Background: an optimization exercise with open tools, aiming at small area, a short achievable clock period and few clock cycles per item. Do not read the settings as production practice.
RTL that was checked went through simulation tests only; none was proved equivalent to the original.
Power and IR drop assume default switching activity.

rev 12:
// tri_setup_top
module tri_setup_top (
	input  logic                     clk100,
	input  logic                     rst_n,
	input  logic                     next_frame,
	input  tri_setup_pkg::vtx_word_t vtx_data,
	input  logic                     vtx_empty,
	input  logic                     tri_wait,
	output logic                     vtx_pop,
	output tri_setup_pkg::tri_word_t tri_data,
	output logic                     tri_push
);
	localparam int W  = tri_setup_pkg::COORD_W;
	localparam int CW = tri_setup_pkg::CNT_W;
	logic                    idle;
	logic                    norm;
	logic                    run;
	logic                    first;
	logic [3*(W+1)-1:0]      dx;
	logic [3*(W+1)-1:0]      dy;
	tri_setup_pkg::tri_hdr_t hdr;
	logic [2:0]              ord;
	logic [W+1:0]            w    [0:2];
	logic [W:0]              d    [0:2];
	logic [2:0]              neg;
	logic [2:0]              last;
	logic [2:0]              step;
	logic [5:0]              digit;
	logic [2:0]              dnz;
	vertex_sort u_sort (
		.clk100   (clk100),
		.idle     (idle),
		.norm     (norm),
		.vtx_data (vtx_data),
		.dx       (dx),
		.dy       (dy),
		.hdr      (hdr),
		.ord      (ord)
	);
	for (genvar k = 0; k < 3; k++)
	begin : g_edge
		logic [W+1:0]  w_norm;
		logic [W-1:0]  d_norm;
		logic [3:0]    lza_norm;
		logic [3:0]    lzd_norm;
		logic          neg_norm;
		slope_issue u_issue (
			.dx     (w[k][W:0]),
			.dy     (d[k]),
			.w_init (w_norm),
			.dvs    (d_norm),
			.lz_a   (lza_norm),
			.lz_d   (lzd_norm),
			.neg    (neg_norm)
		);
		slope_divider u_div (
			.clk100   (clk100),
			.idle     (idle),
			.norm     (norm),
			.run      (run),
			.first    (first),
			.dx_in    (dx[k*(W+1) +: W+1]),
			.dy_in    (dy[k*(W+1) +: W+1]),
			.w_norm   (w_norm),
			.d_norm   (d_norm),
			.lza_norm (lza_norm),
			.lzd_norm (lzd_norm),
			.neg_norm (neg_norm),
			.w        (w[k]),
			.d        (d[k]),
			.neg      (neg[k]),
			.last     (last[k]),
			.step     (step[k]),
			.digit    (digit[2*k +: 2]),
			.dnz      (dnz[k])
		);
	end
	setup_sequencer u_seq (
		.clk100     (clk100),
		.rst_n      (rst_n),
  ...
For scale: ~4300 cells after synthesis, about 310 flip-flops, ~210 I/O pins.
make LEC_CHECK=0 ABC_AREA=1 CAP_MARGIN=20 CORE_MARGIN=2 CORE_UTILIZATION=40 SETUP_SLACK_MARGIN=1.1 SLEW_MARGIN=20 finish   # period 4.5 ns
run.sh (not shown) runs the stock make flow with config.mk's settings and CLKGATE_MAP_FILE= SYNTH_SCRIPT=/design/flow/synth_recipe.tcl, a recipe that flattens the netlist after the stock synthesis.
Rev 12 closes out successfully: all stages finished, all timing, DRC and antenna checks passed.
Testbench counts of rev 12, summed over its fixed seeds: cycles 8,061, items 800.
Relative to rev 12, the following input files were edited for rev 13:
--- a/flow/design.v
+++ b/flow/design.v
@@ -50,17 +50,17 @@
 		begin
 			norm     <= vtx_pop;
 			first    <= norm;
 			run      <= norm || (run && !div_last);
 			tri_push <= run && div_last;
 		end
 	end
 	assign idle    = !norm && !run && !tri_push;
-	assign vtx_pop = idle && !vtx_empty && !tri_wait && !next_frame && rst_n;
+	assign vtx_pop = idle && !vtx_empty && !tri_wait && !next_frame;
 endmodule
 `timescale 1ns/10ps
 module vertex_sort (
 	input  logic                      clk100,
 	input  logic                      idle,
 	input  logic                      norm,
 	input  tri_setup_pkg::vtx_word_t  vtx_data,
 	output logic [3*(tri_setup_pkg::COORD_W+1)-1:0] dx,   
@@ -77,21 +77,16 @@
 	logic       b_le_c;
 	logic [1:0] i_top;
 	logic [1:0] i_mid;
 	logic [1:0] i_bot;
 	logic       same_row;
 	tri_setup_pkg::coord_t hx [0:2];
 	tri_setup_pkg::row_t   hr [0:2];
 	logic [2:0]            req;                     
-	tri_setup_pkg::coord_t x_top;
-	tri_setup_pkg::coord_t x_right;
-	tri_setup_pkg::row_t   r_top;
-	tri_setup_pkg::row_t   r_mid;
-	tri_setup_pkg::row_t   r_bot;
 	always_comb
 	begin
 		for (int i = 0; i < 3; i++)
 		begin
 			vx[i] = vtx_data[(5-i)*W +: W];
 			vy[i] = vtx_data[(2-i)*W +: W];
 			vr[i] = vy[i][W-1:2];
 		end
@@ -110,37 +105,21 @@
 				hx[i] <= vx[i];
 				hr[i] <= vr[i];
 			end
 			req <= {vr[0] == vr[1], vr[0] == vr[2], vr[1] == vr[2]};
 			ord <= {a_le_b, a_le_c, b_le_c};
 		end
 		else if (norm)
 		begin
-			hx[0] <= x_top;
-			hx[1] <= x_right;
-			hr[0] <= r_top;
-			hr[1] <= r_mid;
-			hr[2] <= r_bot;
-		end
-	end
-	always_comb
-	begin
-		x_top   = '0;
-		x_right = '0;
-		r_top   = '0;
-		r_mid   = '0;
-		r_bot   = '0;
-		for (int i = 0; i < 3; i++)
-		begin
-			x_top   = x_top   | ({W{i_top == i}} & hx[i]);
-			x_right = x_right | ({W{same_row ? (i_mid == i) : (i_top == i)}} & hx[i]);
-			r_top   = r_top   | ({(W-2){i_top == i}} & hr[i]);
-			r_mid   = r_mid   | ({(W-2){i_mid == i}} & hr[i]);
-			r_bot   = r_bot   | ({(W-2){i_bot == i}} & hr[i]);
+			hx[0] <= hx[i_top];
+			hx[1] <= same_row ? hx[i_mid] : hx[i_top];
+			hr[0] <= hr[i_top];
+			hr[1] <= hr[i_mid];
+			hr[2] <= hr[i_bot];
 		end
 	end
 	always_comb
 	begin
 		case (ord)
 			3'b111:  {i_top, i_mid, i_bot} = {2'd0, 2'd1, 2'd2};
 			3'b110:  {i_top, i_mid, i_bot} = {2'd0, 2'd2, 2'd1};
 			3'b011:  {i_top, i_mid, i_bot} = {2'd1, 2'd0, 2'd2};
@@ -335,42 +314,35 @@
 		always_comb
 		begin
 			case (src[e])
 				2'd0:    {e_step, e_digit, e_dnz, e_neg} = {step[0], digit[1:0], dnz[0], neg[0]};
 				2'd1:    {e_step, e_digit, e_dnz, e_neg} = {step[1], digit[3:2], dnz[1], neg[1]};
 				default: {e_step, e_digit, e_dnz, e_neg} = {step[2], digit[5:4], dnz[2], neg[2]};
 			endcase
 		end
-		logic [3:0]  zeros;
 		logic [11:1] low;
 		logic        neg_r;              
 		logic [tri_setup_pkg::SLOPE_W-1:0] below;
 		always_ff @(posedge clk100)
 			neg_r <= e_neg;
 		always_ff @(posedge clk100)
 		begin
 			if (norm)
 			begin
 				quot[e] <= '0;
-				zeros   <= 4'd11;
+				low     <= '0;
 			end
 			else if (e_step)
 			begin
 				quot[e] <= {quot[e][tri_setup_pkg::QUOT_BITS-3:0], e_digit};
-				if (e_dnz)
-					zeros <= 4'd0;
-				else if (zeros != 4'd11)
-					zeros <= zeros + 1'b1;
+				low     <= {low[10:1], 1'b0} | {11{e_dnz}};
 			end
 		end
 		always_comb
-			for (int k = 1; k <= 11; k++)
-				low[k] = zeros < k;
-		always_comb
 		begin
 			below[0] = 1'b0;
 			for (int i = 1; i < tri_setup_pkg::SLOPE_W; i++)
 				if (i >= 2 * 11)
 					below[i] = low[11];
 				else if (i % 2 == 0)
 					below[i] = low[i / 2];
 				else if (i == 1)
Findings:
Rev 13 ended up with reg2reg as its classification of the worst setup path; rev 12 ended up with reg2out.
Compared with rev 12, rev 13 ends up with a larger final cell area.
Changes observed in rev 13 relative to rev 12: placed instance count has remained practically unchanged; total number of tap cells has increased; critical path depth in cells has increased.
Sum of buffers and inverters on the critical path in rev 13 is 2 lower than in rev 12
Max initial standard-cell utilization of the core across rev 12 and rev 13: rev 12
g_edge[0].u_div.w[0] as the launch point of the worst path was reported by rev 13, and u_collect.g_quot[2].neg_r by rev 12.
[rev 13] number of register bits inferred by synthesis rose about 7% relative to rev 12
Rev 13 against rev 12: smallest hold slack now sits higher, peak clock frequency supported by timing up 2.7%, fraction of the core area covered by cells at the end of the flow higher, xor/xnor share of the synthesized area neither gained nor lost much.
Testbench counts of rev 13, summed over its fixed seeds: cycles 8,061, items 800.


tri_setup_top, a different RTL version from the one above (not shown whole).
For scale: about 4,500 cells after synthesis, about 300 flip-flops, roughly 210 I/O pins.
clock: 4.5 ns
lec_check: 0
abc_area: 1
cap_margin: 20
core_margin: 2
core_utilization: 40
setup_slack_margin: 0.5
slew_margin: 20
Next try:
--- a/flow/design.v
+++ b/flow/design.v
@@ -83,29 +83,22 @@
 	logic [2:0]            req;                     
 	always_comb
 	begin
 		for (int i = 0; i < 3; i++)
 		begin
 			vx[i] = vtx_data[(5-i)*W +: W];
 			vy[i] = vtx_data[(2-i)*W +: W];
 			vr[i] = vy[i][W-1:2];
 		end
 	end
-	function automatic tri_setup_pkg::delta_t sgn_mag(input tri_setup_pkg::coord_t a, input tri_setup_pkg::coord_t b);
-		tri_setup_pkg::delta_t fwd;
-		tri_setup_pkg::delta_t rev;
-		fwd = {1'b0, b} - {1'b0, a};
-		rev = {1'b0, a} - {1'b0, b};
-		sgn_mag = {fwd[W], fwd[W] ? rev[W-1:0] : fwd[W-1:0]};
-	endfunction
-	assign dx = {sgn_mag(vx[0], vx[1]), sgn_mag(vx[0], vx[2]), sgn_mag(vx[1], vx[2])};
-	assign dy = {sgn_mag(vy[0], vy[1]), sgn_mag(vy[0], vy[2]), sgn_mag(vy[1], vy[2])};
+	assign dx = {{1'b0, vx[1]} - {1'b0, vx[0]}, {1'b0, vx[2]} - {1'b0, vx[0]}, {1'b0, vx[2]} - {1'b0, vx[1]}};
+	assign dy = {{1'b0, vy[1]} - {1'b0, vy[0]}, {1'b0, vy[2]} - {1'b0, vy[0]}, {1'b0, vy[2]} - {1'b0, vy[1]}};
 	assign a_le_b = !dy[2*(W+1)+W];
 	assign a_le_c = !dy[(W+1)+W];
 	assign b_le_c = !dy[W];
 	always_ff @(posedge clk100)
 	begin
 		if (idle)
 		begin
 			for (int i = 0; i < 3; i++)
 			begin
 				rx[i] <= vx[i];
@@ -141,22 +134,26 @@
 	output logic                              nz,        
 	output logic                              neg
 );
 	localparam int W = tri_setup_pkg::COORD_W;
 	logic [W-1:0] a_abs;
 	logic [W-1:0] d_abs;
 	logic [W-1:0] a_n;
 	logic [W-1:0] d_n;
 	logic [3:0]   la;
 	logic [3:0]   ld;
-	assign a_abs = dx[W-1:0];
-	assign d_abs = dy[W-1:0];
+	logic [W:0]   dx_n;
+	logic [W:0]   dy_n;
+	assign dx_n  = -dx;
+	assign dy_n  = -dy;
+	assign a_abs = dx[W] ? dx_n[W-1:0] : dx[W-1:0];
+	assign d_abs = dy[W] ? dy_n[W-1:0] : dy[W-1:0];
 	assign neg   = dx[W] ^ dy[W];
 	always_comb
 	begin
 		logic [W-1:0] v;
 		v = a_abs;
 		la[3] = v[W-1:W-8] == '0;  if (la[3]) v = v << 8;
 		la[2] = v[W-1:W-4] == '0;  if (la[2]) v = v << 4;
 		la[1] = v[W-1:W-2] == '0;  if (la[1]) v = v << 2;
 		la[0] = !v[W-1];           if (la[0]) v = v << 1;
 		a_n = v;
@@ -239,21 +236,21 @@
 	end
 	assign c     = 5'd11 + {1'b0, cnt} - {1'b0, lza};
 	assign steps = 4'((c + 5'd1) >> 1);
 	assign hold  = nz && (cnt[0] != lza[0]);
 	assign last  = first ? (!nz || (!hold && steps == 4'd1)) : (cnt <= 1);
 	assign step  = run && (first ? (nz && !hold) : (cnt != 0));
 	always_ff @(posedge clk100)
 	begin
 		if (idle)
 		begin
-			w <= {1'b0, dx_in};
+			w <= {dx_in[W], dx_in};
 			d <= dy_in;
 		end
 		else if (norm)
 		begin
 			w    <= w_norm;
 			d    <= {1'b0, d_norm};
 			cnt  <= lzd_norm;
 			lza  <= lza_norm;
 			nz   <= nz_norm;
 			neg  <= neg_norm;
What happened:
- The new run completed with no timing, DRC or antenna violations
- wire length falls by roughly a tenth
- hold slack improved by 12 ps
- final cell count falls by a little under a tenth
- cell area falls by a few percent
- sequential power rises slightly
- setup slack got worse by 26 ps
- global-route usage falls by 1.4 points
- utilization rises by 0.59 points
No functional check of the RTL was part of any run of this note.

separate check: timing with driven ports:
Ports are ideal in the flow. The routed layouts listed here were re-timed in OpenROAD. Step 1 sets driving cells, clkbuf_16 on the clock port and buf_2 on the other inputs (assumed; they add their load-dependent delay and slew). Step 2 moves the port delays by t, midway between the first and last clock arrival at a register: inputs arrive t later, outputs are due t later. That takes back most of the time a late clock gives input paths. a / b / c = ideal / step 1 / step 2; a / b = the first two.
| run | shift t [ns] | setup WS [ns] | worst register clock-pin slew, ns |
|---|---|---|---|
| rev 12 | 0.633 | 1.199 / 1.133 / 0.691 | 0.06 / 0.06 |
| rev 13 | 0.661 | 1.287 / 1.223 / 0.562 | 0.07 / 0.07 |
| the first run of note 2 | 0.625 | 0.419 / 0.359 / 0.209 | 0.07 / 0.07 |
| the second run of note 2 | 0.621 | 0.393 / 0.331 / 0.296 | 0.06 / 0.06 |
After both steps every run listed still meets setup and hold. The setup slack of rev 13, which loses most, moves by -0.064 ns with the drivers and by -0.725 ns with both steps.
